Background: an optimization exercise with open tools, aiming at small area, a short achievable clock period and few clock cycles per item. Do not read the settings as production practice.
Function was checked by simulation only, so behaviour that the tests miss may differ from the original.

==> design.v <==
package fp_sincos_pkg;
	typedef logic [31:0] fp32_t;
	typedef logic signed [31:0] fix_t;
	localparam fp32_t QNAN = 32'h7FC0_0000;
	localparam int CORDIC_ITER = 30;
	localparam fix_t CORDIC_X0 = 32'sd652032874;
	localparam logic [31:0] PI_FIX = 32'd3373259426;
	localparam fix_t HALF_PI_FIX = 32'sd1686629713;
	localparam logic [31:0] ATAN0 = 32'd843314857;
	localparam logic [31:0] ATAN1 = 32'd497837829;
endpackage
module fp_sincos (
	input  logic                 clk,
	input  logic                 rst,
	input  logic                 ld_i,
	input  fp_sincos_pkg::fp32_t a_i,
	output fp_sincos_pkg::fp32_t sin_o,
	output fp_sincos_pkg::fp32_t cos_o,
	output logic                 done_o,
	output logic                 busy_o
);
	logic s_prep, s_run, s_pk0, s_pk1, s_pk2;
	logic busy_r, done_r;
	logic [4:0] cnt;
	logic [4:0] cnt_y;
	logic signed [31:0] x_r, y_r, z_r;
	logic sgn_r, half_r, inv_r, r1_r;
	logic [7:0]  a_exp;
	logic [22:0] a_frac;
	logic        a_e128, a_e127, a_inr, a_bad, a_gt, a_half, a_r1;
	logic [31:0] x_cap;
	logic [4:0]  cnt_cap;
	always_comb begin
		a_exp  = a_i[30:23];
		a_frac = a_i[22:0];
		a_e128 = (a_exp == 8'd128);
		a_e127 = (a_exp == 8'd127);
		a_inr  = (a_exp[7:5] == 3'b011);
		a_bad  = a_exp[7] & (|a_exp[6:0]);
		a_gt   = (a_frac > 23'h490FDA);
		a_half = a_e128 | (a_e127 & a_gt);
		a_r1   = a_half ? (a_i[30:0] < 31'h4016CBE4) : (a_i[30:0] >= 31'h3F490FDB);
		if (a_e128)
			x_cap = {1'b1, a_frac, 8'd0};
		else if (a_inr)
			x_cap = {2'b01, a_frac, 7'd0};
		else
			x_cap = '0;
		cnt_cap = a_exp[7] ? 5'd0 : ~a_exp[4:0];
	end
	logic        rot_pos;
	logic [31:0] xa_op, ya_op;
	logic        x_sub, y_sub;
	assign rot_pos = ~z_r[31];
	logic xs_r, ys_r;
	assign x_sub = xs_r;
	assign y_sub = ys_r;
	always_comb begin
		xa_op = s_pk0 ? 32'd0 : x_r;
		if (s_prep) begin
			case ({half_r, r1_r})
				2'b00: ya_op = 32'd0 - fp_sincos_pkg::ATAN0 + fp_sincos_pkg::ATAN1;
				2'b01: ya_op = 32'd0 - fp_sincos_pkg::ATAN0 - fp_sincos_pkg::ATAN1;
				2'b10: ya_op = fp_sincos_pkg::PI_FIX - fp_sincos_pkg::ATAN0 + fp_sincos_pkg::ATAN1;
				default: ya_op = fp_sincos_pkg::PI_FIX - fp_sincos_pkg::ATAN0 - fp_sincos_pkg::ATAN1;
			endcase
		end else if (s_pk0) begin
			ya_op = 32'd0;
		end else begin
			ya_op = y_r;
		end
	end
	logic [31:0] atan_v;
	always_comb begin
		case (cnt_y)
			5'd0: atan_v = 32'd843314857;
			5'd1: atan_v = 32'd497837829;
			5'd2: atan_v = 32'd263043837;
			5'd3: atan_v = 32'd133525159;
			5'd4: atan_v = 32'd67021687;
			5'd5: atan_v = 32'd33543516;
			5'd6: atan_v = 32'd16775851;
			5'd7: atan_v = 32'd8388437;
			5'd8: atan_v = 32'd4194283;
			5'd9: atan_v = 32'd2097149;
			5'd10: atan_v = 32'd1048576;
			5'd11: atan_v = 32'd524288;
			5'd12: atan_v = 32'd262144;
			5'd13: atan_v = 32'd131072;
			5'd14: atan_v = 32'd65536;
			5'd15: atan_v = 32'd32768;
			5'd16: atan_v = 32'd16384;
			5'd17: atan_v = 32'd8192;
			5'd18: atan_v = 32'd4096;
			5'd19: atan_v = 32'd2048;
			5'd20: atan_v = 32'd1024;
			5'd21: atan_v = 32'd512;
			5'd22: atan_v = 32'd256;
			5'd23: atan_v = 32'd128;
			5'd24: atan_v = 32'd64;
			5'd25: atan_v = 32'd32;
			5'd26: atan_v = 32'd16;
			5'd27: atan_v = 32'd8;
			5'd28: atan_v = 32'd4;
			5'd29: atan_v = 32'd2;
			default: atan_v = 32'd0;
		endcase
	end
	logic signed [31:0] x_m, y_m, x_sh, y_sh;
	assign y_m  = y_r ^ {32{x_sub}};
	assign x_m  = x_r ^ {32{y_sub}};
	assign y_sh = y_m >>> cnt_y;
	assign x_sh = x_m >>> cnt;
	logic [32:0] x_sum, y_sum, z_sum;
	logic [31:0] x_add, y_add, z_add;
	assign x_sum = {xa_op, x_sub} + {y_sh, x_sub};
	assign y_sum = {ya_op, y_sub} + {x_sh, y_sub};
	logic [31:0] z_op;
	assign z_op  = atan_v & {32{~s_pk2}};
	assign z_sum = {z_r, rot_pos} + {z_op ^ {32{rot_pos}}, rot_pos};
	assign x_add = x_sum[32:1];
	assign y_add = y_sum[32:1];
	assign z_add = z_sum[32:1];
	logic [31:0] x_add_rev, y_rev;
	always_comb begin
		x_add_rev[31] = 1'b0;
		y_rev[31]     = 1'b0;
		for (int i = 0; i < 31; i++) begin
			x_add_rev[i] = x_add[30 - i];
			y_rev[i]     = y_r[30 - i];
		end
	end
	logic [31:0] lz_w;
	logic [4:0]  lz_raw;
	logic        lz_pow2;
	logic [4:0]  lz_y;
	always_comb begin
		lz_w   = y_r ^ {32{y_r[31]}};
		lz_raw = 5'd31;
		for (int i = 0; i < 31; i++)
			if (lz_w[i])
				lz_raw = 5'(30 - i);
		lz_pow2 = y_r[31] & ~(|(lz_w[31:1] & ~lz_w[30:0]));
		lz_y    = lz_raw - 5'(lz_pow2);
	end
	logic [22:0] pk_frac;
	logic [4:0]  pk_p;
	logic        pk_sign;
	logic        pk_up;
	logic [30:0] pk_sum;
	logic [31:0] pk_out;
	always_comb begin
		for (int t = 0; t < 23; t++)
			pk_frac[t] = x_sh[23 - t];
		pk_p    = ~cnt;
		pk_sign = s_pk1 ? sgn_r : half_r;
		pk_up   = x_sh[24] & ((|x_sh[30:25]) | pk_frac[0]);
		pk_sum  = {3'b011, pk_p, pk_frac} + 31'(pk_up);
		if (inv_r)
			pk_out = fp_sincos_pkg::QNAN;
		else if (pk_p == 5'd0)
			pk_out = {pk_sign, 31'd0};
		else
			pk_out = {pk_sign, pk_sum};
	end
	logic go;
	assign go = ld_i & ~busy_r;
	always_ff @(posedge clk) begin
		if (rst) begin
			s_prep <= 1'b0;
			s_run  <= 1'b0;
			s_pk0  <= 1'b0;
			s_pk1  <= 1'b0;
			s_pk2  <= 1'b0;
			busy_r <= 1'b0;
			done_r <= 1'b0;
		end else begin
			s_prep <= go;
			s_run  <= s_prep | (s_run & (cnt != 5'd29));
			s_pk0  <= s_run & (cnt == 5'd29);
			s_pk1  <= s_pk0;
			s_pk2  <= s_pk1;
			done_r <= s_pk2;
			busy_r <= go | (busy_r & ~s_pk2);
		end
	end
	always_ff @(posedge clk) begin
		if (!busy_r) begin
			sgn_r  <= a_i[31];
			inv_r  <= a_bad | (a_e128 & a_gt);
			half_r <= a_half;
			r1_r   <= a_r1;
		end else if (s_pk0) begin
			sgn_r  <= sgn_r ^ y_r[31];
			half_r <= half_r ^ x_r[31];
		end
	end
	always_ff @(posedge clk) begin
		if (!busy_r)
			cnt <= cnt_cap;
		else if (s_prep)
			cnt <= 5'd2;
		else if (s_run)
			cnt <= (cnt == 5'd29) ? 5'd0 : cnt + 5'd1;
		else if (s_pk0 | s_pk1)
			cnt <= lz_y;
		else
			cnt <= 5'd31;
	end
	always_ff @(posedge clk) begin
		if (s_prep)
			cnt_y <= 5'd2;
		else if (s_run)
			cnt_y <= (cnt_y == 5'd29) ? 5'd0 : cnt_y + 5'd1;
		else
			cnt_y <= 5'd31;
	end
	always_ff @(posedge clk) begin
		if (!busy_r)
			x_r <= x_cap;
		else if (s_prep)
			x_r <= r1_r ? 32'd326016437 : 32'd978049311;
		else if (s_pk0)
			x_r <= x_add_rev;
		else if (s_pk1)
			x_r <= y_rev;
		else if (s_pk2)
			x_r <= pk_out;
		else
			x_r <= x_add;
	end
	always_ff @(posedge clk) begin
		if (s_prep)
			y_r <= r1_r ? 32'd978049311 : 32'd326016437;
		else
			y_r <= y_add;
	end
	logic [31:0] z_d;
	always_comb begin
		if (s_prep)
			z_d = y_add;
		else if (s_pk1)
			z_d = pk_out;
		else
			z_d = z_add;
	end
	always_ff @(posedge clk)
		z_r <= z_d;
	logic run_last;
	assign run_last = s_run & (cnt == 5'd29);
	always_ff @(posedge clk) begin
		xs_r <= run_last ? y_add[31] : ~z_d[31];
		if (go)
			ys_r <= a_half;
		else if (run_last)
			ys_r <= x_add[31];
		else
			ys_r <= (s_prep | s_run) & z_d[31];
	end
	assign cos_o  = x_r;
	assign sin_o  = z_r;
	assign done_o = done_r;
	assign busy_o = busy_r;
endmodule
==> run.sh <==
#!/bin/bash
# synth_recipe.tcl (not shown) runs the flow's synth.tcl, then flattens the netlist and writes it again
# the make line also repeats each setting of config.mk as NAME=value (left out here)
make -C /OpenROAD-flow-scripts/flow DESIGN_CONFIG=/design/flow/config.mk WORK_HOME=/design/flow/orfs CLKGATE_MAP_FILE= SYNTH_SCRIPT=/design/flow/synth_recipe.tcl finish
==> config.mk <==
export PLATFORM = sky130hd
export DESIGN_NAME = fp_sincos
export DESIGN_NICKNAME = fp_sincos
export VERILOG_FILES = /design/flow/design.v
export SDC_FILE = /design/flow/constraint.sdc
export NUM_CORES = 4
export LEC_CHECK = 0
export ABC_AREA = 1
export CAP_MARGIN = 20
export CORE_MARGIN = 2
export CORE_UTILIZATION = 40
export GPL_ROUTABILITY_DRIVEN = 0
export SETUP_SLACK_MARGIN = 3.75
export SLEW_MARGIN = 20
==> constraint.sdc <==
create_clock -name core_clock -period 8.5 [get_ports {clk}]
set_input_delay 1.7000 -clock core_clock [delete_from_list [all_inputs] [get_ports {clk}]]
set_output_delay 1.7000 -clock core_clock [all_outputs]
set_load 0.01 [all_outputs]
==> impl_metrics.py, run 1 <==
metrics = {
    "route": {
        "vias_per_cell": 5.94,
        "dr.first_iter.drc_count": 2525,
        "vias": 20300,
        "avgRoutedWirePerCell_um": 21.8,
        "drt-total-wl_mm": 74.6,
        "antenna_left": 0,
        "drc_errors": 0,
        "dr.pass1.iters": 7,
    },
    "worst_hold_path": {
        "hold_path.class": "reg -> reg",
    },
    "floorplanning": {
        "coreArea_um2": 41100,
        "die_area_um2": 43500,
        "die_w_um": 209,
        "row_count": 74,
        "fp.dieH_um": 209,
        "initial_core_util_pct": 40.7,
        "ios": 101,
    },
    "grt": {
        "gr-total-overflow": 0,
        "grt_pass1_wl_mm": 110,
        "grt_pass1_vias": 18300,
        "antenna_found_initial": 1,
        "track_usage_pct": 32.7,
        "grt_max_degree": 69,
    },
    "status": {
        "status": "finished clean",
    },
    "timing": {
        "rsz0062_at_grt": "yes",
        "layout_min_cycle_time_ns": 4.51,
        "period_share_pct": 53.0,
        "fmax_mhz": 222,
        "tns_ns": 0,
        "slew_headroom_pct": 32.3,
        "finalHoldWorstSlack_ns": 0.712,
        "worst_slew_pin_slew_ns": 1.01,
        "finalSetupViolCount": 0,
        "slew_viol_final": 0,
        "hold_violations": 0,
        "clock_skew_ns": 0.0109,
    },
    "setup_path": {
        "crit_type": "reg -> reg",
        "required_ns": 8.80,
        "crit_path_end_kind": "register",
        "cp_max_fo": 7,
        "worst_ep_arrival_time_ns": 4.80,
        "startpoint_type": "register",
    },
    "logic_synthesis": {
        "synth_ff_type": "dfxtp_1",
        "synth_cells": 2812,
        "synth-edff-count": 4,
        "yosys_warnings": 1,
        "syn_area_per_cell_um2": 5.95,
        "yosysSeqAreaShare_pct": 14.5,
        "synth-seq-cells": 119,
        "netlist_area_um2": 16700,
        "syn-num-nets": 2963,
        "ys_types": 65,
        "ys_async_sr_fraction_pct": 0,
    },
    "cts": {
        "clkLatencyLatePin_ns": 0.44,
        "hold_buffers": 0,
        "cts.sinks": 119,
        "clk_pin_slew_ns": 0.07,
        "cts_made_buffers": 17,
        "cts_buffer_depth": 2,
        "root_buffer": "clkbuf_16",
        "htreeDepth": 4,
        "tritoncts": "yes",
    },
    "layout": {
        "final_cell_area_um2": 19500,
        "area.growth.synth_to_final_pct": 16.2,
        "layout-drive-gt1-share_pct": 8.33,
        "antenna_cells": 0,
        "final_nets": 3030,
    },
    "place": {
        "dpl_cell_area_um2": 18000,
        "dp.final_hpwl_mm": 59.6,
        "portBuffers": 100,
    },
    "flow_run": {
        "drv_cap": 0,
    },
}
## registers in the layout (all words and copies together), names as in the netlist, 5 cells and up
register  count
cnt           5
x_r          32
z_r          32
cnt_y         5
y_r          32
## metal layers
| metal | up-vias | global-route usage (%) | part of all wire (%) |
|---|---|---|---|
| met1 | 9389 | 44.1 | 41 |
| met5 | - | 0 | 0.021 |
| met4 | 2 | 15.0 | 5.2 |
| met2 | 1216 | 50.0 | 43 |
| met3 | 246 | 7.05 | 11 |
| li1 | 9476 | - | - |
## metrics by stage
step / setup slack (ns) / cells / utilization, %
floorplan: 3.78 / 2812 / -
global placement: 2.98 / 3345 / 43.9
detailed placement: 2.93 / 3345 / 43.9
CTS: 3.72 / 3392 / 45.9
global route: 3.67 / 3424 / 47.3
finish: 3.99 / 3424 / 47.3
## path summary, 6_finish.rpt
path         slack (ns)  depth (start not counted)  start       to
max                3.99                         25   ys_r  z_r[26]
min                0.71                          2  sgn_r    sgn_r
max reg2reg        3.99                         25   ys_r  z_r[26]
min reg2reg        0.71                          2  sgn_r    sgn_r
## worst max-delay path: stages, from the launching register on
cell and delay (ns):
dfxtp_4 0.40, buf_4 0.16, xnor2_1 0.23, nand2_1 0.08
o21ai_1 0.13, o21ai_1 0.12, o21ai_0 0.31, nand2_1 0.12
o211ai_1 0.14, inv_1 0.07, nand2_1 0.16, inv_1 0.11
ha_1 0.33, inv_1 0.10, nor3_1 0.06, nand2_1 0.06
nand3_1 0.13, a31oi_2 0.24, o21ai_2 0.11, a21boi_2 0.27
o21ai_2 0.11, a21boi_2 0.22, o21ai_2 0.11, a21oi_1 0.18
xor2_1 0.30, o211ai_1 0.12
## placed cells by master, fill, tap and decap left out, drive strengths merged, types with 3 or more instances in the layout
cell type and count:
a211oi 5, a21boi 14, a21o 9, a21oi 214, a221oi 16, a22oi 15, a31oi 24, and2 3
buf 56, bufinv 3, clkbuf 19, clkdlybuf4s50 100, clkinv 7, clkinvlp 15, dfxtp 115, edfxtp 4
ha 114, inv 341, mux2i 32, nand2 680, nand3 129, nand3b 10, nand4 22, nor2 275
nor3 19, nor4 5, o2111ai 6, o211ai 23, o21a 8, o21ai 311, o21bai 9, o221ai 20
o22ai 24, or2 23, xnor2 106, xor2 94
## repair_timing
| action | in CTS | in global routing |
|---|---|---|
| resized for setup | 26 | 109 |
| buffers inserted | 12 | 28 |
| pin swaps | 0 | 13 |
| endpoints found under the setup margin | 74 | 68 |
| gates cloned | 3 | 4 |
## kinds of logic (layout without fill, tap and decap cells)
| kind of cell | after synthesis | count (layout) | synth area share, % |
|---|---|---|---|
| buffers and inverters | 461 | 541 | 10.7 |
| flip-flops | 119 | 119 | 14.5 |
| multiplexers | 32 | 32 | 1.91 |
| AO/OA/AOI/OAI | 715 | 715 | 24.7 |
| AND/OR/NAND/NOR | 1169 | 1169 | 28.9 |
| adder cells (fa/ha/maj) | 116 | 116 | 8.76 |
| XOR/XNOR | 200 | 200 | 10.5 |
## cell usage after synthesis, types with 5 or more instances
cell / count / area (µm²)
nand3b_1: 10 / 75.1
nand3_1: 125 / 626
nor2_2: 10 / 62.6
buf_1: 23 / 86.3
a21boi_0: 6 / 45.0
nand4_1: 21 / 131
a221oi_1: 16 / 140
a211oi_1: 5 / 37.5
mux2i_1: 32 / 320
xor2_1: 94 / 823
o221ai_1: 20 / 175
ha_1: 114 / 1430
o21ai_1: 75 / 375
clkbuf_1: 67 / 251
a21o_1: 9 / 67.6
o21bai_1: 9 / 67.6
o22ai_1: 24 / 150
buf_2: 21 / 105
inv_1: 329 / 1230
or2_1: 5 / 31.3
a21oi_1: 212 / 1060
xnor2_1: 105 / 920
or2_2: 18 / 113
o21ai_2: 8 / 70.1
o2111ai_1: 6 / 52.6
a22oi_1: 15 / 113
nor2_1: 265 / 995
inv_2: 13 / 48.8
nor3_1: 18 / 90.1
o21ai_0: 228 / 1140
a31oi_1: 24 / 150
dfxtp_1: 115 / 2300
a21boi_1: 7 / 52.6
o21a_1: 8 / 60.1
nand2_2: 6 / 37.5
o211ai_1: 23 / 173
nand2_1: 674 / 2530
## final cells by class
class,count,area (µm²)
fillers,4381,21700
multi-input cells,2232,12800
flip-flops and latches,119,2450
repair buffers,157,1550
inverters,346,1340
well taps,532,666
clock buffers,18,429
clock inverters,14,173
repair inverters,6,40.0
Testbench counts, summed over its fixed seeds: cycles 16,896, items 512.
==> run 2: changes to the inputs <==
--- a/config.mk
+++ b/config.mk
@@ -12,3 +12,3 @@
 export GPL_ROUTABILITY_DRIVEN = 0
-export SETUP_SLACK_MARGIN = 3.75
+export SETUP_SLACK_MARGIN = 4.25
 export SLEW_MARGIN = 20
==> run 2 against run 1 <==
- clock skew rose by 0.0027 ns
- fmax is 4.2% higher
- critical path depth is 1 higher
- die area is the same
- cell count increased by 1.9%
- cell area up 10%
- wire length grew 3.1%
- non-clock buffer count up 68
- first-iteration DRC count is 12% higher
- via count up 2.3%
==> impl_metrics.py, run 2 <==
metrics = {
    "setup_path": {
        "cp_top_family": "compound AO/OA/AOI/OAI gates",
        "cp_max_fo": 8,
        "rr_startpoint": "ys_r",
        "crit_type": "reg -> reg",
        "required_ns": 8.83,
        "rr_worst_depth": 26,
        "regToRegEndpoint": "z_r[19]",
        "ff2ff_setup_slack_ns": 4.17,
        "crit_buf_inv": 4,
        "cpMostUsedCell": "o21ai_2",
        "crit_path_end_kind": "register",
        "slowest_delay_ns": 0.43,
        "startpoint_type": "register",
        "worst_ep_arrival_time_ns": 4.65,
        "cpMaxStageDelayCell": "fa_2",
    },
    "logic_synthesis": {
        "yosys-top-cells-area": "nand2_1, dfxtp_1, ha_1, inv_1, o21ai_0",
        "syn_area_per_cell_um2": 5.95,
        "yosys.area.top_type_share_pct": 15.1,
        "synth_area_leader_cell": "nand2_1",
        "yosys_warnings": 1,
        "synth-seq-cells": 119,
        "netlist_area_um2": 16700,
        "synth_cells": 2812,
        "yosysMostFrequentCell": "nand2_1",
        "ys_async_sr_fraction_pct": 0,
        "synth_ff_type": "dfxtp_1",
        "syn-num-nets": 2963,
        "ys_types": 65,
        "yosysSeqAreaShare_pct": 14.5,
        "synth_commonest_cells": "nand2_1, inv_1, nor2_1",
        "synth-edff-count": 4,
    },
    "floorplanning": {
        "initial_core_util_pct": 40.7,
        "die_w_um": 209,
        "ios": 101,
        "coreArea_um2": 41100,
        "row_count": 74,
        "die_area_um2": 43500,
        "fp.dieH_um": 209,
    },
    "place": {
        "dp.final_hpwl_mm": 59.9,
        "portBuffers": 100,
    },
    "route": {
        "vias_per_cell": 5.96,
        "antenna_left": 0,
        "avgRoutedWirePerCell_um": 22.0,
        "drt-total-wl_mm": 76.9,
        "dr.pass1.iters": 8,
        "drc_errors": 0,
        "vias": 20800,
        "dr.first_iter.drc_count": 2837,
    },
    "layout": {
        "final.fill_count": 4094,
        "antenna_cells": 0,
        "final_nets": 3096,
        "mostFrequentLayoutCells": "nand2_1, inv_1, nor2_1",
        "area.growth.synth_to_final_pct": 27.8,
        "layout-drive-gt1-share_pct": 17.4,
        "top_regs": "x_r (32), y_r (32), z_r (32)",
        "multi_input_area_um2": 14000,
        "final_common_cell": "nand2_1",
        "seqCellArea_um2": 2460,
    },
    "timing": {
        "tns_ns": 0,
        "slew_headroom_pct": 23.8,
        "rsz0062_at_grt": "yes",
        "hold_violations": 0,
        "slew_viol_final": 0,
        "layout_min_cycle_time_ns": 4.33,
        "fmax_mhz": 231,
        "worst_slew_pin_slew_ns": 1.13,
        "finalSetupViolCount": 0,
        "clock_skew_ns": 0.0137,
        "period_share_pct": 50.9,
    },
    "cts": {
        "root_buffer": "clkbuf_16",
        "cts_made_buffers": 17,
        "cts_buffer_depth": 2,
        "hold_buffers": 0,
        "clk_pin_slew_ns": 0.06,
        "htreeDepth": 4,
        "clkLatencyLatePin_ns": 0.44,
        "cts.sinks": 119,
        "tritoncts": "yes",
    },
    "grt": {
        "grt_pass1_vias": 18600,
        "gr-total-overflow": 0,
        "antenna_found_initial": 0,
        "grt_max_degree": 65,
        "track_usage_pct": 33.3,
        "grt_pass1_wl_mm": 112,
    },
    "status": {
        "status": "finished clean",
    },
    "worst_hold_path": {
        "whs_endpoint": "x_r[31]",
        "hold_path_depth": 2,
        "worstHoldStart": "s_pk2",
        "hold_path.class": "reg -> reg",
    },
    "flow_run": {
        "drv_cap": 0,
    },
}
[run 2: cell counts after synthesis]
No cell type changed its count.
[run 2: cell families after synthesis]
logic type | Yosys count | share of synthesized area [%]
AO/OA/AOI/OAI | 715 | 24.7
buffers and inverters | 461 | 10.7
AND/OR/NAND/NOR | 1169 | 28.9
adder cells (fa/ha/maj) | 116 | 8.76
flip-flops | 119 | 14.5
XOR/XNOR | 200 | 10.5
multiplexers | 32 | 1.91
[run 2: repair_timing]
| item | in CTS | in global routing |
|---|---|---|
| pin swaps | 14 | 88 |
| gates cloned | 4 | 6 |
| buffers inserted | 32 | 68 |
| endpoints found under the setup margin | 83 | 72 |
| gates resized for setup | 116 | 320 |
[run 2: per-stage QoR]
stage	hold slack, ns	util, %	worst slack, ns	cell area [µm²]	instances
global placement	0.618	43.9	3.12	18100	3348
floorplan	0.571	-	4.21	16800	2812
global route	0.688	52.0	3.91	21400	3490
finish	0.681	52.0	4.17	21400	3490
detailed placement	0.641	43.9	3.09	18100	3348
CTS	0.654	47.1	4.25	19400	3416
[run 2: area by class of cell]
type                       count  area share, %
clock buffer                  21           2.25
multi-input combinational   2232           65.6
timing repair buffer         225           10.2
clock inverter                11          0.790
timing repair inverter         4          0.140
inverter                     346           6.40
sequential                   119           11.5
tap                          532           3.11
[run 2: worst max path at each step]
stage                         from       to  cells after the start
after detailed placement  cnt_y[0]  x_r[29]                     27
after global placement        ys_r  z_r[26]                     22
after floorplan            y_r[31]  x_r[29]                     32
after global routing          xs_r  x_r[28]                     31
final                         ys_r  z_r[19]                     26
after CTS                 cnt_y[1]  x_r[29]                     26
[run 2: layer usage]
| metal | track usage, % | up-vias | wire length [µm] |
|---|---|---|---|
| li1 | - | 9615 | - |
| met1 | 45.2 | 9685 | 31400 |
| met2 | 52.0 | 1250 | 33400 |
| met3 | 6.43 | 252 | 8150 |
| met4 | 13.1 | 0 | 3970 |
| met5 | 0 | - | 0 |
[run 2: worst reg2reg max path, delay by kind of cell (launching register included)]
kind	cells	cell delay, ns
AOI/OAI and AO/OA	11	1.52
xor gates and xnor gates	2	0.51
adders and majority gates	1	0.44
buffers and inverters	4	0.62
DFF	1	0.39
muxes	2	0.31
and+or+nand+nor	6	0.47
==> run 3: changes to the inputs <==
--- a/config.mk
+++ b/config.mk
@@ -8,7 +8,6 @@
 export ABC_AREA = 1
-export CAP_MARGIN = 20
+export CAP_MARGIN = 10
 export CORE_MARGIN = 2
 export CORE_UTILIZATION = 40
-export GPL_ROUTABILITY_DRIVEN = 0
-export SETUP_SLACK_MARGIN = 4.25
-export SLEW_MARGIN = 20
+export SETUP_SLACK_MARGIN = 4
+export SLEW_MARGIN = 10
==> run 3 against run 2 <==
- die area did not move
- cell count fell by 0.72%
- global-route usage is 3.5 points higher
- fmax fell by 1.5%
- sequential share of layout area rose by 0.50 points
- first-iteration DRC count decreased by 17%
- core utilization down 2.2 points
- worst setup slack got worse by 0.066 ns
- register-to-register slack worse by 0.07 ns
- via count down 1.5%
- highest routed layer is now met5
==> impl_metrics.py, run 3 <==
metrics = {
    "logic_synthesis": {
        "synth_area_leader_cell": "nand2_1",
        "synth-edff-count": 4,
        "yosys-top-cells-area": "nand2_1, dfxtp_1, ha_1, inv_1, o21ai_0",
        "ys_types": 65,
        "syn_area_per_cell_um2": 5.95,
        "synth_commonest_cells": "nand2_1, inv_1, nor2_1",
        "yosysMostFrequentCell": "nand2_1",
        "yosys_warnings": 1,
        "yosys.area.top_type_share_pct": 15.1,
        "synth_ff_type": "dfxtp_1",
        "syn-num-nets": 2963,
        "netlist_area_um2": 16700,
        "ys_async_sr_fraction_pct": 0,
        "yosysSeqAreaShare_pct": 14.5,
        "synth_cells": 2812,
        "synth-seq-cells": 119,
    },
    "floorplanning": {
        "row_count": 74,
        "fp.dieH_um": 209,
        "coreArea_um2": 41100,
        "die_area_um2": 43500,
        "ios": 101,
        "initial_core_util_pct": 40.7,
        "die_w_um": 209,
    },
    "cts": {
        "clk_pin_slew_ns": 0.07,
        "tritoncts": "yes",
        "cts_buffer_depth": 2,
        "htreeDepth": 4,
        "clkLatencyLatePin_ns": 0.45,
        "root_buffer": "clkbuf_16",
        "cts_made_buffers": 17,
        "hold_buffers": 0,
        "cts.sinks": 119,
    },
    "layout": {
        "top_regs": "x_r (32), y_r (32), z_r (32)",
        "mostFrequentLayoutCells": "nand2_1, inv_1, nor2_1",
        "final.fill_count": 4441,
        "seqCellArea_um2": 2460,
        "layout.cells.non_filler": 3465,
        "layout-drive-gt1-share_pct": 13.0,
        "final_common_cell": "nand2_1",
        "utilization_pct": 49.9,
        "multi_input_area_um2": 13300,
        "area.growth.synth_to_final_pct": 22.5,
        "final_nets": 3069,
    },
    "route": {
        "drc_errors": 0,
        "dr.pass1.iters": 6,
        "drt-total-wl_mm": 84.5,
        "vias": 20500,
        "dr.first_iter.drc_count": 2349,
        "vias_per_cell": 5.91,
        "avgRoutedWirePerCell_um": 24.4,
        "antenna_left": 0,
    },
    "timing": {
        "rsz0062_at_grt": "yes",
        "tns_ns": 0,
        "clock_skew_ns": 0.0201,
        "slew_headroom_pct": 27.4,
        "fmax_mhz": 228,
        "worst_slew_pin_slew_ns": 1.08,
        "slew_viol_final": 0,
        "hold_violations": 0,
        "finalSetupViolCount": 0,
        "layout_min_cycle_time_ns": 4.39,
        "period_share_pct": 51.7,
    },
    "worst_hold_path": {
        "worstHoldStart": "s_prep",
        "hold_path.class": "reg -> reg",
    },
    "setup_path": {
        "slowest_delay_ns": 0.39,
        "cp_top_family": "compound AO/OA/AOI/OAI gates",
        "crit_type": "reg -> reg",
        "worstSetupStartpoint": "xs_r",
        "rr_startpoint": "xs_r",
        "worst_ep_arrival_time_ns": 4.71,
        "crit_path_end_kind": "register",
        "startpoint_type": "register",
        "crit_buf_inv": 3,
        "cpMostUsedCell": "nand2_1",
        "cpMaxStageDelayCell": "dfxtp_4",
        "cp_max_fo": 8,
        "required_ns": 8.82,
    },
    "flow_run": {
        "drv_cap": 0,
    },
    "place": {
        "dp.final_hpwl_mm": 67.7,
        "gp_congestion": 1.02,
        "dp.cells": 3354,
        "portBuffers": 100,
    },
    "grt": {
        "grt_max_degree": 52,
        "grt_pass1_wl_mm": 120,
        "gr-total-overflow": 0,
        "track_usage_pct": 36.9,
        "antenna_found_initial": 2,
        "grt_pass1_vias": 18600,
    },
    "status": {
        "status": "finished clean",
    },
}
-- run 3: cell types whose count changed in the layout (fill, tap and decap cells not counted), moves of 8 or more --
| cell | change |
|---|---|
| nand3_2 | -9 |
| xnor2_2 | -18 |
| nand2_2 | -17 |
| o21ai_0 | +25 |
| xnor2_1 | +26 |
| o21ai_2 | -27 |
| buf_4 | -28 |
| nand3_1 | +9 |
| xnor2_4 | -8 |
| nand2_1 | +19 |
-- run 3: layer usage --
metal	vias to the layer above	share of wire [%]	global-route usage (%)
li1	9566	-	-
met1	9677	43	51.1
met2	1060	43	56.5
met3	183	10	7.50
met4	2	4.0	13.4
met5	-	0.014	0
-- run 3: worst paths after layout --
| check | end | slack (ns) | depth (start not counted) |
|---|---|---|---|
| max | x_r[30] | 4.11 | 29 |
| max reg2reg | x_r[30] | 4.11 | 29 |
| min reg2reg | y_r[31] | 0.67 | 1 |
| min | y_r[31] | 0.67 | 1 |
-- run 3: kinds of logic (layout without fill, tap and decap cells) --
kind of cell,Yosys count,after routing,share of synthesized area (%)
AOI/OAI and AO/OA,715,715,24.7
muxes,32,32,1.91
other,0,2,0
DFF,119,119,14.5
xor gates and xnor gates,200,200,10.5
buffers and inverters,461,580,10.7
and+or+nand+nor,1169,1169,28.9
adders and majority gates,116,116,8.76
-- run 3: layout make-up --
class                   instances  area share, %
repair buffers                198           9.80
repair inverters                4          0.146
diodes                          2         0.0244
clock inverters                13          0.799
clock buffers                  19           2.26
inverters                     346           6.66
well taps                     532           3.25
flip-flops and latches        119           12.0
multi-input cells            2232           65.1
-- run 3: metrics by stage --
stage | area, µm² | setup WS [ns] | hold slack, ns
2_1_floorplan | 16700 | 4.02 | 0.571
3_3_place_gp | 18100 | 2.74 | 0.603
3_5_place_dp | 18100 | 2.76 | 0.597
4_1_cts | 19100 | 3.95 | 0.622
5_1_grt | 20500 | 3.89 | 0.644
6_report | 20500 | 4.11 | 0.675
-- run 3: what timing repair did --
item,4_1_cts,5_1_grt
endpoints found under the setup margin,76,67
pin swaps,3,53
buffers inserted,19,49
gates cloned,4,5
gates resized for setup,74,214
==> run 4: changes to the inputs <==
--- a/design.v
+++ b/design.v
@@ -26,6 +26,6 @@
 	logic signed [31:0] x_r, y_r, z_r;
-	logic sgn_r, half_r, inv_r, r1_r;
+	logic sgn_r, half_r, inv_r, r1_r, r2_r;
 	logic [7:0]  a_exp;
 	logic [22:0] a_frac;
-	logic        a_e128, a_e127, a_inr, a_bad, a_gt, a_half, a_r1;
+	logic        a_e128, a_e127, a_inr, a_bad, a_gt, a_half, a_r1, a_r2;
 	logic [31:0] x_cap;
@@ -42,2 +42,6 @@
 		a_r1   = a_half ? (a_i[30:0] < 31'h4016CBE4) : (a_i[30:0] >= 31'h3F490FDB);
+		if (a_half)
+			a_r2 = a_r1 ? (a_i[30:0] < 31'h3FF23EFA) : (a_i[30:0] < 31'h4034784B);
+		else
+			a_r2 = a_r1 ? (a_i[30:0] >= 31'h3F9FE0BC) : (a_i[30:0] >= 31'h3EA4BC7E);
 		if (a_e128)
@@ -60,7 +64,11 @@
 		if (s_prep) begin
-			case ({half_r, r1_r})
-				2'b00: ya_op = 32'd0 - fp_sincos_pkg::ATAN0 + fp_sincos_pkg::ATAN1;
-				2'b01: ya_op = 32'd0 - fp_sincos_pkg::ATAN0 - fp_sincos_pkg::ATAN1;
-				2'b10: ya_op = fp_sincos_pkg::PI_FIX - fp_sincos_pkg::ATAN0 + fp_sincos_pkg::ATAN1;
-				default: ya_op = fp_sincos_pkg::PI_FIX - fp_sincos_pkg::ATAN0 - fp_sincos_pkg::ATAN1;
+			case ({half_r, r1_r, r2_r})
+				3'b000: ya_op = 32'd4212534105;
+				3'b001: ya_op = 32'd3686446431;
+				3'b010: ya_op = 32'd3216858447;
+				3'b011: ya_op = 32'd2690770773;
+				3'b100: ya_op = 32'd3290826235;
+				3'b101: ya_op = 32'd2764738561;
+				3'b110: ya_op = 32'd2295150577;
+				default: ya_op = 32'd1769062903;
 			endcase
@@ -192,2 +200,3 @@
 			r1_r   <= a_r1;
+			r2_r   <= a_r2;
 		end else if (s_pk0) begin
@@ -201,3 +210,3 @@
 		else if (s_prep)
-			cnt <= 5'd2;
+			cnt <= 5'd3;
 		else if (s_run)
@@ -211,3 +220,3 @@
 		if (s_prep)
-			cnt_y <= 5'd2;
+			cnt_y <= 5'd3;
 		else if (s_run)
@@ -221,3 +230,8 @@
 		else if (s_prep)
-			x_r <= r1_r ? 32'd326016437 : 32'd978049311;
+			case ({r1_r, r2_r})
+				2'b11: x_r <= 32'd81504110;
+				2'b10: x_r <= 32'd570528764;
+				2'b01: x_r <= 32'd896545202;
+				default: x_r <= 32'd1059553420;
+			endcase
 		else if (s_pk0)
@@ -233,3 +247,8 @@
 		if (s_prep)
-			y_r <= r1_r ? 32'd978049311 : 32'd326016437;
+			case ({r1_r, r2_r})
+				2'b11: y_r <= 32'd1059553420;
+				2'b10: y_r <= 32'd896545202;
+				2'b01: y_r <= 32'd570528764;
+				default: y_r <= 32'd81504110;
+			endcase
 		else
--- a/config.mk
+++ b/config.mk
@@ -8,3 +8,3 @@
 export ABC_AREA = 1
-export CAP_MARGIN = 10
+export CAP_MARGIN = 20
 export CORE_MARGIN = 2
@@ -12,2 +12,2 @@
 export SETUP_SLACK_MARGIN = 4
-export SLEW_MARGIN = 10
+export SLEW_MARGIN = 20
==> run 4 against run 3 <==
- still clean
- flip-flop and latch count rose by 1
- synthesized cell count rose by 6.7%
- via count rose by 6.3%
- cell count rose by 6.4%
- global-route usage rose by 2.0 points
- sequential share of layout area fell by 0.38 points
==> impl_metrics.py, run 4 <==
metrics = {
    "logic_synthesis": {
        "ys_async_sr_fraction_pct": 0,
        "synth_ff_type": "dfxtp_1",
        "yosys-top-cells-area": "nand2_1, dfxtp_1, ha_1, o21ai_0, inv_1",
        "yosysMostFrequentCell": "nand2_1",
        "yosys_warnings": 1,
        "netlist_area_um2": 17400,
        "yosys.area.top_type_share_pct": 16.9,
        "synth_cells": 2999,
        "synth-seq-cells": 120,
        "yosysSeqAreaShare_pct": 14.1,
        "synth_commonest_cells": "nand2_1, inv_1, nor2_1",
        "synth_area_leader_cell": "nand2_1",
        "syn-num-nets": 3154,
        "synth-edff-count": 5,
        "syn_area_per_cell_um2": 5.82,
        "ys_types": 65,
    },
    "timing": {
        "worst_slew_pin_slew_ns": 1.06,
        "tns_ns": 0,
        "hold_violations": 0,
        "rsz0062_at_grt": "yes",
        "layout_min_cycle_time_ns": 4.40,
        "slew_headroom_pct": 28.4,
        "clock_skew_ns": 0.0144,
        "period_share_pct": 51.8,
        "finalSetupViolCount": 0,
        "slew_viol_final": 0,
        "finalHoldWorstSlack_ns": 0.688,
        "fmax_mhz": 227,
    },
    "floorplanning": {
        "die_area_um2": 45300,
        "row_count": 76,
        "fp.dieH_um": 213,
        "initial_core_util_pct": 40.5,
        "die_w_um": 213,
        "coreArea_um2": 43100,
        "ios": 101,
    },
    "status": {
        "status": "finished clean",
    },
    "place": {
        "portBuffers": 100,
        "dp.final_hpwl_mm": 73.2,
        "gp_congestion": 1.05,
    },
    "layout": {
        "area.growth.synth_to_final_pct": 22.4,
        "final.fill_count": 4607,
        "layout-drive-gt1-share_pct": 13.0,
        "final_nets": 3244,
        "mostFrequentLayoutCells": "nand2_1, inv_1, nor2_1",
        "seqCellArea_um2": 2480,
        "top_regs": "x_r (32), y_r (32), z_r (32)",
        "final_common_cell": "nand2_1",
        "multi_input_area_um2": 14300,
    },
    "grt": {
        "antenna_found_initial": 5,
        "grt_max_degree": 73,
        "grt_pass1_wl_mm": 129,
        "gr-total-overflow": 0,
        "track_usage_pct": 38.9,
        "grt_pass1_vias": 20000,
    },
    "route": {
        "dr.pass1.iters": 6,
        "vias_per_cell": 5.90,
        "antenna_left": 0,
        "vias": 21800,
        "avgRoutedWirePerCell_um": 24.5,
        "dr.first_iter.drc_count": 2594,
        "drt-total-wl_mm": 90.4,
        "drc_errors": 0,
    },
    "setup_path": {
        "worst_ep_arrival_time_ns": 4.71,
        "crit_type": "in -> reg",
        "startpoint_type": "input port",
        "required_ns": 8.81,
        "cp_max_fo": 5,
        "crit_path_end_kind": "register",
        "ff2ff_setup_slack_ns": 4.13,
    },
    "cts": {
        "tritoncts": "yes",
        "clk_pin_slew_ns": 0.06,
        "clkLatencyLatePin_ns": 0.46,
        "cts_made_buffers": 17,
        "hold_buffers": 0,
        "cts_buffer_depth": 2,
        "cts.sinks": 120,
        "root_buffer": "clkbuf_16",
        "htreeDepth": 4,
    },
    "worst_hold_path": {
        "hold_path.class": "reg -> reg",
    },
    "flow_run": {
        "drv_cap": 0,
    },
}
==> run 4: cell type report <==
class	instances	share of cell area, %
repair buffers	187	8.79
inverters	347	6.25
well taps	585	3.43
clock inverters	13	0.680
multi-input cells	2413	67.1
repair inverters	3	0.0820
flip-flops and latches	120	11.6
diodes	1	0.0117
clock buffers	19	2.07
==> run 4: final timing paths <==
kind,cells past startpoint,end,from
worst max-delay path,12,r2_r,a_i[13]
worst min-delay path,2,x_r[5],s_prep
worst max register to register,26,x_r[18],y_r[30]
worst min register to register,2,x_r[5],s_prep
==> run 4: layer usage <==
metal	track usage (%)	vias to the layer above	part of all wire (%)
met5	0	-	0.067
met4	18.0	4	4.9
met3	8.90	223	10
met2	56.8	1152	42
met1	53.8	10300	43
li1	-	10100	-
==> run 4: logic make-up after synthesis <==
family	Yosys count	share of synthesized area, %
xor+xnor	201	10.2
mux	22	1.33
fa+ha+maj	120	8.69
compound gates	752	24.5
simple gates	1318	30.8
flops	120	14.1
buf+inv	466	10.4
==> run 4: what timing repair did <==
action,CTS,global route
pin swaps,12,60
setup endpoints to repair,79,67
hold endpoints to repair,0,0
gates cloned,3,5
resized for setup,132,236
setup buffers,19,38
==> run 4: metrics by stage <==
stage | area [µm²] | cells | setup WS [ns] | util, %
floorplan | 17400 | 2999 | 4.06 | -
global placement | 18900 | 3590 | 2.60 | 43.8
detailed placement | 18900 | 3590 | 2.49 | 43.8
CTS | 20100 | 3644 | 3.90 | 46.7
global route | 21300 | 3687 | 3.92 | 49.6
finish | 21400 | 3688 | 4.10 | 49.6
==> run 4: critical path, cell delays in order <==
cell	delay [ns]
clkdlybuf4s50_1	0.52
or2_2	0.36
nor3_1	0.30
nand3_1	0.13
o21ai_0	0.20
a21oi_1	0.09
a41oi_1	0.41
nand2_1	0.15
nand2_1	0.23
nand2_1	0.11
o31ai_1	0.26
a22o_1	0.24
Testbench counts of run 4, summed over its fixed seeds: cycles 16,384, items 512.

-- afterwards: timing with drivers on the ports --
In the flow no input, the clock included, has a driving cell. The finished layouts below were timed again as built, in two steps.
Step 1, drivers: a clkbuf_16 drives clk and a buf_2 each remaining input, both assumed.
Step 2 moves the port delays by t, midway between the first and last clock arrival at a register: inputs arrive t later, outputs are due t later. That takes back most of the time a late clock gives input paths.
Slacks: ideal ports / drivers / drivers and shift; pairs: ideal ports / drivers.
run	shift t [ns]	slack for setup (ns)	slew at the worst register clock pin (ns)	worst slew at a driven data input, ns	pins driven straight from the clock port
run 1	0.485	3.994 / 3.994 / 3.635	0.07 / 0.07	0.06	1
run 2	0.489	4.175 / 4.175 / 4.141	0.06 / 0.06	0.05	1
run 3	0.494	4.109 / 4.109 / 3.965	0.08 / 0.08	0.06	1
run 4	0.512	4.098 / 4.127 / 3.614	0.07 / 0.07	0.05	1
After both steps every run listed still meets setup and hold. For run 4, which loses most, drivers alone change the setup slack by +0.029 ns; drivers and shift together by -0.484 ns.
